Source: an optimization exercise on an open RTL-to-GDS flow (aim: small area). Production flows keep margins and buffers that such runs may drop. Function was checked by simulation only, so behaviour that the tests miss may differ from the original. The flow treats the clock pin as an ideal source, which a real chip does not have. Power figures rest on the tool's default switching activity, not on a simulated workload.

==> flow/design.v (excerpt) <==
module cpuTop (
  input  logic        clk,
  input  logic        reset,
  input  logic [15:0] instr,
  input  logic [15:0] memRdata,
  output logic [15:0] pc,
  output logic [15:0] memAddr,
  output logic [15:0] memWdata,
  output logic        memWrite,
  output logic        memEn
);
Size in the first run: ~320 flip-flops, ~84 I/O pins.
==> flow/config.mk <==
export PLATFORM = sky130hd
export DESIGN_NAME = cpuTop
export DESIGN_NICKNAME = cpuTop
export VERILOG_FILES = /design/flow/design.v
export SDC_FILE = /design/flow/constraint.sdc
export NUM_CORES = 4
export LEC_CHECK = 0
export CAP_MARGIN = 20
export CORE_MARGIN = 2
export CORE_UTILIZATION = 40
export SLEW_MARGIN = 20
export SYNTH_HIERARCHICAL = 1
==> flow/constraint.sdc <==
create_clock -name core_clock -period 11.0 [get_ports {clk}]
set_input_delay 2.2000 -clock core_clock [delete_from_list [all_inputs] [get_ports {clk}]]
set_output_delay 2.2000 -clock core_clock [all_outputs]
set_load 0.01 [all_outputs]
standard.sh (not shown) runs the stock make flow with config.mk's settings and CLKGATE_MAP_FILE= SYNTH_SCRIPT=/design/flow/synth_recipe.tcl, a recipe that flattens the netlist after the stock synthesis.
==> flow/flow/run.sh <==
#!/bin/bash
# Own flow: the standard layout (standard.sh, with its standard
# synthesis unchanged) with three settings passed through ORFS's own
# variables:
#  - port buffers are the smallest buffer, sky130_fd_sc_hd__buf_1 (every
#    input and output port still gets its own buffer);
#  - clock tree synthesis uses clkbuf_8 clusters and adds no dummy loads;
#  - after clock tree synthesis, logic cells with timing to spare are swapped
#    for smaller cells of the same function (flow/downsize.tcl); global
#    routing's repair steps then run as usual.
# make's full output goes to flow.log here; ORFS keeps each step's log under
# orfs/logs/.
set -euo pipefail
export BUFFER_PORTS_ARGS="-buffer_cell sky130_fd_sc_hd__buf_1"
export CTS_ARGS="-sink_clustering_enable -repair_clock_nets -dont_use_dummy_load -buf_list sky130_fd_sc_hd__clkbuf_8 -sink_clustering_size 20 -sink_clustering_max_diameter 60"
export POST_CTS_TCL="$PWD/flow/downsize.tcl"
bash standard.sh > flow.log 2>&1
==> flow/flow/downsize.tcl <==
# Sourced by ORFS at the end of clock tree synthesis (POST_CTS_TCL), before
# the CTS result is written. Global routing's own repair_design and
# repair_timing run later, in their own step, and fix any slew, capacitance
# or timing this leaves.
estimate_parasitics -placement
# Greedy downsizing: swap each logic cell for the smallest cell of the same
# family (same name up to the drive suffix, so the same function and pins)
# when setup slack stays above a margin and no max slew or capacitance
# limit is broken. Clock tree cells and port buffers are left alone.
set ds_margin 0.3e-9
set db [ord::get_db]
set block [ord::get_db_block]
set dont_use {}
if { [info exists ::env(DONT_USE_CELLS)] } { set dont_use $::env(DONT_USE_CELLS) }
array set fam {}
foreach lib [$db getLibs] {
  foreach m [$lib getMasters] {
    set n [$m getName]
    if { [regexp {^(sky130_fd_sc_hd__[a-z0-9]+(?:_[a-z][a-z0-9]*)*)_([0-9]+)$} $n -> base sz] } {
      if { [lsearch -exact $dont_use $n] < 0 } { lappend fam($base) $m }
    }
  }
}
proc ds_area { m } { return [expr { double([$m getWidth]) * [$m getHeight] }] }
proc ds_ok { margin } {
  if { [sta::worst_slack_cmd max] < $margin } { return 0 }
  if { [sta::max_slew_violation_count] > 0 } { return 0 }
  if { [sta::max_capacitance_violation_count] > 0 } { return 0 }
  return 1
}
set saved 0.0
set swaps 0
foreach inst [$block getInsts] {
  set m [$inst getMaster]
  set n [$m getName]
  set iname [$inst getName]
  if { [$inst isFixed] } { continue }
  if { [regexp {clkbuf|clkinv|clkdly|dlygate|tapvpwr|fill|decap|conb|df|dl|sdf|edf} $n] } { continue }
  if { [regexp {^(input|output)[0-9]+$} $iname] } { continue }
  if { ![regexp {^(sky130_fd_sc_hd__[a-z0-9]+(?:_[a-z][a-z0-9]*)*)_([0-9]+)$} $n -> base sz] } { continue }
  if { ![info exists fam($base)] } { continue }
  set cur [ds_area $m]
  set cands {}
  foreach c $fam($base) {
    if { [ds_area $c] < $cur } { lappend cands [list [ds_area $c] $c] }
  }
  foreach pair [lsort -real -index 0 $cands] {
    set c [lindex $pair 1]
    replace_cell $iname [$c getName]
    if { [ds_ok $ds_margin] } {
      set saved [expr { $saved + $cur - [lindex $pair 0] }]
      incr swaps
      break
    }
    replace_cell $iname $n
  }
}
puts "downsize: $swaps cells swapped, [expr {$saved / 1e6}] um2 saved"
detailed_placement
check_placement -verbose
==> next run, changes <==
--- a/flow/flow/downsize.tcl
+++ b/flow/flow/downsize.tcl
@@ -10 +10 @@
-set ds_margin 0.3e-9
+set ds_margin 0.15e-9
- CORE_UTILIZATION: 40 -> 65
Effect: Design area drops by 1.8%; global-route usage climbs by 12 points; wire length climbs by 8.5%; clock skew drops by 0.038 ns; setup slack gets worse by 0.060 ns; total power drops by 1.7%; combinational power climbs by about 3%; sequential cell count stays the same; area after synthesis stays the same.
==> next run, changes <==
--- a/flow/flow/run.sh
+++ b/flow/flow/run.sh
@@ -7 +7 @@
-#  - clock tree synthesis uses clkbuf_8 clusters and adds no dummy loads;
+#  - clock tree synthesis uses clkbuf_4 clusters and adds no dummy loads;
@@ -15 +15 @@
-export CTS_ARGS="-sink_clustering_enable -repair_clock_nets -dont_use_dummy_load -buf_list sky130_fd_sc_hd__clkbuf_8 -sink_clustering_size 20 -sink_clustering_max_diameter 60"
+export CTS_ARGS="-sink_clustering_enable -repair_clock_nets -dont_use_dummy_load -buf_list sky130_fd_sc_hd__clkbuf_4 -sink_clustering_size 12 -sink_clustering_max_diameter 40"
Effect:
- die area is unchanged
- power is lower by 0.92%
- wire length stays flat
- via count is higher by 1.5%
- area after synthesis does not change
==> next run, changes <==
--- a/flow/flow/run.sh
+++ b/flow/flow/run.sh
@@ -7 +7 @@
-#  - clock tree synthesis uses clkbuf_4 clusters and adds no dummy loads;
+#  - clock tree synthesis uses clkbuf_16 clusters and adds no dummy loads;
@@ -15 +15 @@
-export CTS_ARGS="-sink_clustering_enable -repair_clock_nets -dont_use_dummy_load -buf_list sky130_fd_sc_hd__clkbuf_4 -sink_clustering_size 12 -sink_clustering_max_diameter 40"
+export CTS_ARGS="-sink_clustering_enable -repair_clock_nets -dont_use_dummy_load -buf_list sky130_fd_sc_hd__clkbuf_16 -sink_clustering_size 40 -sink_clustering_max_diameter 80"
--- a/flow/flow/downsize.tcl
+++ b/flow/flow/downsize.tcl
@@ -10 +10 @@
-set ds_margin 0.15e-9
+set ds_margin 0.3e-9
- CORE_UTILIZATION: 65 -> 40
The new run passed the timing, DRC and antenna checks.
Clock skew hardly moves.
Total power rose by a few percent.
Worst setup slack improved by 0.091 ns.
Final cell count rose by a little under a tenth.
Critical path depth is unchanged.
Die area rose by well over a third.
Wire length fell by a little under a tenth.
Clock power rose by about a fifth.
Synthesized area stays the same.
Count of clock-buffer cells in the layout fell by 21.
Global-route usage fell by 12 points.

== wip/fjord ==
cpuTop, a different RTL version from the one above (not shown whole).
For scale: about 740 cells after synthesis, about 84 I/O pins, roughly 10,000 um2 of cells after synthesis.
export LEC_CHECK = 0
export CAP_MARGIN = 20
export CORE_MARGIN = 2
export CORE_UTILIZATION = 65
export SLEW_MARGIN = 20
export SYNTH_HIERARCHICAL = 1
create_clock -name core_clock -period 11.0 [get_ports {clk}]
==> flow/flow/run.sh <==
#!/bin/bash
# Own flow: the standard layout (standard.sh, with its standard
# synthesis unchanged) with three settings passed through ORFS's own
# variables:
#  - port buffers are the smallest buffer, sky130_fd_sc_hd__buf_1 (every
#    input and output port still gets its own buffer);
#  - clock tree synthesis uses clkbuf_4 clusters and adds no dummy loads;
#  - after clock tree synthesis, logic cells with timing to spare are swapped
#    for smaller cells of the same function (flow/downsize.tcl); global
#    routing's repair steps then run as usual.
# make's full output goes to flow.log here; ORFS keeps each step's log under
# orfs/logs/.
set -euo pipefail
export BUFFER_PORTS_ARGS="-buffer_cell sky130_fd_sc_hd__buf_1"
export CTS_ARGS="-sink_clustering_enable -repair_clock_nets -dont_use_dummy_load -buf_list sky130_fd_sc_hd__clkbuf_4 -sink_clustering_size 12 -sink_clustering_max_diameter 40"
export POST_CTS_TCL="$PWD/flow/downsize.tcl"
bash standard.sh > flow.log 2>&1
==> flow/flow/downsize.tcl <==
# Sourced by ORFS at the end of clock tree synthesis (POST_CTS_TCL), before
# the CTS result is written. Global routing's own repair_design and
# repair_timing run later, in their own step, and fix any slew, capacitance
# or timing this leaves.
estimate_parasitics -placement
# Greedy downsizing: swap each logic cell for the smallest cell of the same
# family (same name up to the drive suffix, so the same function and pins)
# when setup slack stays above a margin and no max slew or capacitance
# limit is broken. Clock tree cells and port buffers are left alone.
set ds_margin 0.05e-9
set db [ord::get_db]
set block [ord::get_db_block]
set dont_use {}
if { [info exists ::env(DONT_USE_CELLS)] } { set dont_use $::env(DONT_USE_CELLS) }
array set fam {}
foreach lib [$db getLibs] {
  foreach m [$lib getMasters] {
    set n [$m getName]
    if { [regexp {^(sky130_fd_sc_hd__[a-z0-9]+(?:_[a-z][a-z0-9]*)*)_([0-9]+)$} $n -> base sz] } {
      if { [lsearch -exact $dont_use $n] < 0 } { lappend fam($base) $m }
    }
  }
}
proc ds_area { m } { return [expr { double([$m getWidth]) * [$m getHeight] }] }
# a swap may not take setup slack below the margin (or below where it
# started, if it started lower) nor add slew or capacitance violations
set ds_ws0 [sta::worst_slack_cmd max]
if { $ds_ws0 < $ds_margin } { set ds_margin $ds_ws0 }
set ::ds_slew0 [sta::max_slew_violation_count]
set ::ds_cap0 [sta::max_capacitance_violation_count]
proc ds_ok { margin } {
  if { [sta::worst_slack_cmd max] < $margin } { return 0 }
  if { [sta::max_slew_violation_count] > $::ds_slew0 } { return 0 }
  if { [sta::max_capacitance_violation_count] > $::ds_cap0 } { return 0 }
  return 1
}
set saved 0.0
set swaps 0
foreach inst [$block getInsts] {
  set m [$inst getMaster]
  set n [$m getName]
  set iname [$inst getName]
  if { [$inst isFixed] } { continue }
  if { [regexp {clkbuf|clkinv|clkdly|dlygate|tapvpwr|fill|decap|conb|df|dl|sdf|edf} $n] } { continue }
  if { [regexp {^(input|output)[0-9]+$} $iname] } { continue }
  if { ![regexp {^(sky130_fd_sc_hd__[a-z0-9]+(?:_[a-z][a-z0-9]*)*)_([0-9]+)$} $n -> base sz] } { continue }
  if { ![info exists fam($base)] } { continue }
  set cur [ds_area $m]
  set cands {}
  foreach c $fam($base) {
    if { [ds_area $c] < $cur } { lappend cands [list [ds_area $c] $c] }
  }
  foreach pair [lsort -real -index 0 $cands] {
    set c [lindex $pair 1]
    replace_cell $iname [$c getName]
    if { [ds_ok $ds_margin] } {
      set saved [expr { $saved + $cur - [lindex $pair 0] }]
      incr swaps
      break
    }
    replace_cell $iname $n
  }
}
puts "downsize: $swaps cells swapped, [expr {$saved / 1e6}] um2 saved"
detailed_placement
check_placement -verbose
wip/fjord ended with every stage complete and zero timing, DRC or antenna violations.
The following lists how wip/lagoon was set up differently from wip/fjord:
# wip/fjord
export LEC_CHECK = 0
export CAP_MARGIN = 20
export CORE_MARGIN = 2
export CORE_UTILIZATION = 65
export SLEW_MARGIN = 20
export SYNTH_HIERARCHICAL = 1
create_clock -name core_clock -period 11.0 [get_ports {clk}]
# wip/lagoon
export LEC_CHECK = 0
export CAP_MARGIN = 0
export CORE_MARGIN = 2
export CORE_UTILIZATION = 65
export SLEW_MARGIN = 0
export SYNTH_HIERARCHICAL = 1
create_clock -name core_clock -period 11.0 [get_ports {clk}]
--- a/flow/flow/downsize.tcl
+++ b/flow/flow/downsize.tcl
@@ -10 +10 @@
-set ds_margin 0.05e-9
+set ds_margin 0.15e-9
### Flow results
Between wip/lagoon and wip/fjord, the width of the die does not differ in any meaningful way. Detailed-route wire length per cell essentially unchanged between wip/lagoon and wip/fjord. As far as core utilization is concerned, wip/lagoon and wip/fjord perform about the same. wip/lagoon vs wip/fjord: max-slew headroom at the worst pin down in wip/lagoon. On share of the cycle needed by the critical path after routing, wip/fjord tracks wip/lagoon almost exactly. On final-layout non-clock buffer area share, wip/lagoon and wip/fjord are basically level. Fmax: wip/lagoon vs wip/fjord, no meaningful difference. wip/lagoon -> wip/fjord: clock skew flat. wip/lagoon finished end to end and its layout was clean on timing, DRC and antenna. Total design power: wip/fjord vs wip/lagoon, no meaningful difference. wip/fjord → wip/lagoon: least setup slack across all paths after layout held, clock latency reported for the late side of the worst-skew pair neither gained nor lost much.
### wip/lagoon -> wip/violet
# wip/lagoon
export LEC_CHECK = 0
export CAP_MARGIN = 0
export CORE_MARGIN = 2
export CORE_UTILIZATION = 65
export SLEW_MARGIN = 0
export SYNTH_HIERARCHICAL = 1
create_clock -name core_clock -period 11.0 [get_ports {clk}]
# wip/violet
export LEC_CHECK = 0
export CAP_MARGIN = 20
export CORE_MARGIN = 2
export CORE_UTILIZATION = 65
export GPL_TIMING_DRIVEN = 0
export SLEW_MARGIN = 20
export SYNTH_HIERARCHICAL = 1
create_clock -name core_clock -period 11.0 [get_ports {clk}]
Results
- Having completed the whole flow, wip/violet delivered a layout that passed the timing, DRC and antenna checks.
- Compared to wip/lagoon, wip/violet has arrival time at the worst endpoint 0.02 ns higher.
- Between wip/lagoon and wip/violet, global-route usage increased.
- The area growth from synthesis to final layout reported for wip/violet is greater than that of wip/lagoon by 1.4 points.
- On internal power contribution, wip/violet does better than wip/lagoon.
- Row area share of buffers outside the clock network: wip/violet higher / wip/lagoon lower
- Total design power is lower on wip/violet
- Per the comparison of wip/violet with wip/lagoon, transition at the pin with the smallest max-transition slack now smaller, critical path depth now smaller.

== old ==
RTL: one of the versions met above, not the one the previous note started from.
Size: about 320 flip-flops.
Settings: LEC_CHECK=0, CAP_MARGIN=20, CORE_MARGIN=2, CORE_UTILIZATION=40, SLEW_MARGIN=20, SYNTH_HIERARCHICAL=1; clock period 11.0 ns.
==> flow/flow/downsize.tcl <==
# Sourced by ORFS at the end of clock tree synthesis (POST_CTS_TCL), before
# the CTS result is written. Global routing's own repair_design and
# repair_timing run later, in their own step, and fix any slew, capacitance
# or timing this leaves.
estimate_parasitics -placement
# Greedy downsizing: swap each logic cell for the smallest cell of the same
# family (same name up to the drive suffix, so the same function and pins)
# when setup slack stays above a margin and no max slew or capacitance
# limit is broken. Clock tree cells and port buffers are left alone.
set ds_margin 0.3e-9
set db [ord::get_db]
set block [ord::get_db_block]
set dont_use {}
if { [info exists ::env(DONT_USE_CELLS)] } { set dont_use $::env(DONT_USE_CELLS) }
array set fam {}
foreach lib [$db getLibs] {
  foreach m [$lib getMasters] {
    set n [$m getName]
    if { [regexp {^(sky130_fd_sc_hd__[a-z0-9]+(?:_[a-z][a-z0-9]*)*)_([0-9]+)$} $n -> base sz] } {
      if { [lsearch -exact $dont_use $n] < 0 } { lappend fam($base) $m }
    }
  }
}
proc ds_area { m } { return [expr { double([$m getWidth]) * [$m getHeight] }] }
proc ds_ok { margin } {
  if { [sta::worst_slack_cmd max] < $margin } { return 0 }
  if { [sta::max_slew_violation_count] > 0 } { return 0 }
  if { [sta::max_capacitance_violation_count] > 0 } { return 0 }
  return 1
}
set saved 0.0
set swaps 0
foreach inst [$block getInsts] {
  set m [$inst getMaster]
  set n [$m getName]
  set iname [$inst getName]
  if { [$inst isFixed] } { continue }
  if { [regexp {clkbuf|clkinv|clkdly|dlygate|tapvpwr|fill|decap|conb|df|dl|sdf|edf} $n] } { continue }
  if { [regexp {^(input|output)[0-9]+$} $iname] } { continue }
  if { ![regexp {^(sky130_fd_sc_hd__[a-z0-9]+(?:_[a-z][a-z0-9]*)*)_([0-9]+)$} $n -> base sz] } { continue }
  if { ![info exists fam($base)] } { continue }
  set cur [ds_area $m]
  set cands {}
  foreach c $fam($base) {
    if { [ds_area $c] < $cur } { lappend cands [list [ds_area $c] $c] }
  }
  foreach pair [lsort -real -index 0 $cands] {
    set c [lindex $pair 1]
    replace_cell $iname [$c getName]
    if { [ds_ok $ds_margin] } {
      set saved [expr { $saved + $cur - [lindex $pair 0] }]
      incr swaps
      break
    }
    replace_cell $iname $n
  }
}
puts "downsize: $swaps cells swapped, [expr {$saved / 1e6}] um2 saved"
detailed_placement
check_placement -verbose
Scripts as last shown in full above: flow/flow/run.sh
## Diff of input files: new against old
==> flow/flow/run.sh <==
#!/bin/bash
# Own flow: the standard layout (standard.sh, with its standard
# synthesis unchanged) with three settings passed through ORFS's own
# variables:
#  - port buffers are the smallest buffer, sky130_fd_sc_hd__buf_1 (every
#    input and output port still gets its own buffer);
#  - clock tree synthesis uses clkbuf_8 clusters and adds no dummy loads;
#  - before global routing, logic cells with timing to spare are swapped
#    for smaller cells of the same function (flow/downsize.tcl); global
#    routing's repair steps then run as usual.
# make's full output goes to flow.log here; ORFS keeps each step's log under
# orfs/logs/.
set -euo pipefail
export BUFFER_PORTS_ARGS="-buffer_cell sky130_fd_sc_hd__buf_1"
export CTS_ARGS="-sink_clustering_enable -repair_clock_nets -dont_use_dummy_load -buf_list sky130_fd_sc_hd__clkbuf_8 -sink_clustering_size 20 -sink_clustering_max_diameter 60"
export PRE_GLOBAL_ROUTE_TCL="$PWD/flow/downsize.tcl"
bash standard.sh > flow.log 2>&1
--- a/flow/flow/downsize.tcl
+++ b/flow/flow/downsize.tcl
@@ -1,6 +1,6 @@
-# Sourced by ORFS at the end of clock tree synthesis (POST_CTS_TCL), before
-# the CTS result is written. Global routing's own repair_design and
-# repair_timing run later, in their own step, and fix any slew, capacitance
-# or timing this leaves.
+# Sourced by ORFS before global routing (PRE_GLOBAL_ROUTE_TCL). Global
+# routing's own repair_design and repair_timing run after this and fix any
+# slew, capacitance or timing it leaves; its detailed placement legalises
+# the resized cells.
 estimate_parasitics -placement
 # Greedy downsizing: swap each logic cell for the smallest cell of the same
@@ -57,4 +57,2 @@
 }
 puts "downsize: $swaps cells swapped, [expr {$saved / 1e6}] um2 saved"
-detailed_placement
-check_placement -verbose
[summary]
Post-synthesis async set-or-reset flop share came out exactly the same in new and old. From old to new, clock sink count did not move at all. Comparing old against new, there is no change at all in mean cell area of the mapped netlist. old -> new: multiplexer fraction of the synthesized cell area flat. Diff old..new | synthesized area | unchanged. Reported for new and old, number of nets produced by synthesis turned out identical to the last digit. Reported for new and old, number of unique standard cell types used by synthesis turned out identical to the last digit. old closes out successfully: all stages finished, all timing, DRC and antenna checks passed. new never completed, since it errored out during global routing (5_1_grt). Diff old -> new: count of port buffers added during placement ~0 delta, number of register bits inferred by synthesis ~0 delta.

-- re-timing with driven ports --
No port has a modelled driver above. Below, the same layouts with a new extraction and two added sets of constraints.
Step 1: set_driving_cell puts a clkbuf_16 on clk and a buf_2 on each other input, an assumption about the parent block.
Step 2 also shifts input and output timing later by t, the mid clock arrival at the registers, as if the neighbouring blocks saw the same clock.
Three values: no drivers, after step 1, after step 2; two values: the first two.
run	t (ns)	setup slack, ns	worst hold slack (ns)	worst setup path at the end	worst slew at a driven data input, ns
the first run of note 1	0.566	0.426 / 0.446 / -0.119	0.255 / 0.255 / 0.255	input to register	0.05
the second run of note 1	0.574	0.366 / 0.384 / -0.190	0.281 / 0.281 / 0.281	input to register	0.08
the third run of note 1	0.621	0.360 / 0.375 / -0.245	0.290 / 0.290 / 0.290	input to register	0.08
the fourth run of note 1	0.524	0.451 / 0.480 / -0.044	0.284 / 0.284 / 0.284	input to register	0.05
wip/fjord	0.621	0.333 / 0.343 / -0.279	0.284 / 0.284 / 0.284	input to register	0.04
wip/lagoon	0.621	0.332 / 0.343 / -0.279	0.284 / 0.284 / 0.284	input to register	0.04
wip/violet	0.610	0.307 / 0.321 / -0.289	0.306 / 0.306 / 0.306	input to register	0.04
old	0.652	0.489 / 0.510 / -0.142	0.255 / 0.255 / 0.255	input to register	0.05
With both steps, setup timing fails in every run listed, where it was met with ideal ports. The setup slack of old, which loses most, moves by +0.021 ns with the drivers and by -0.631 ns with both steps.
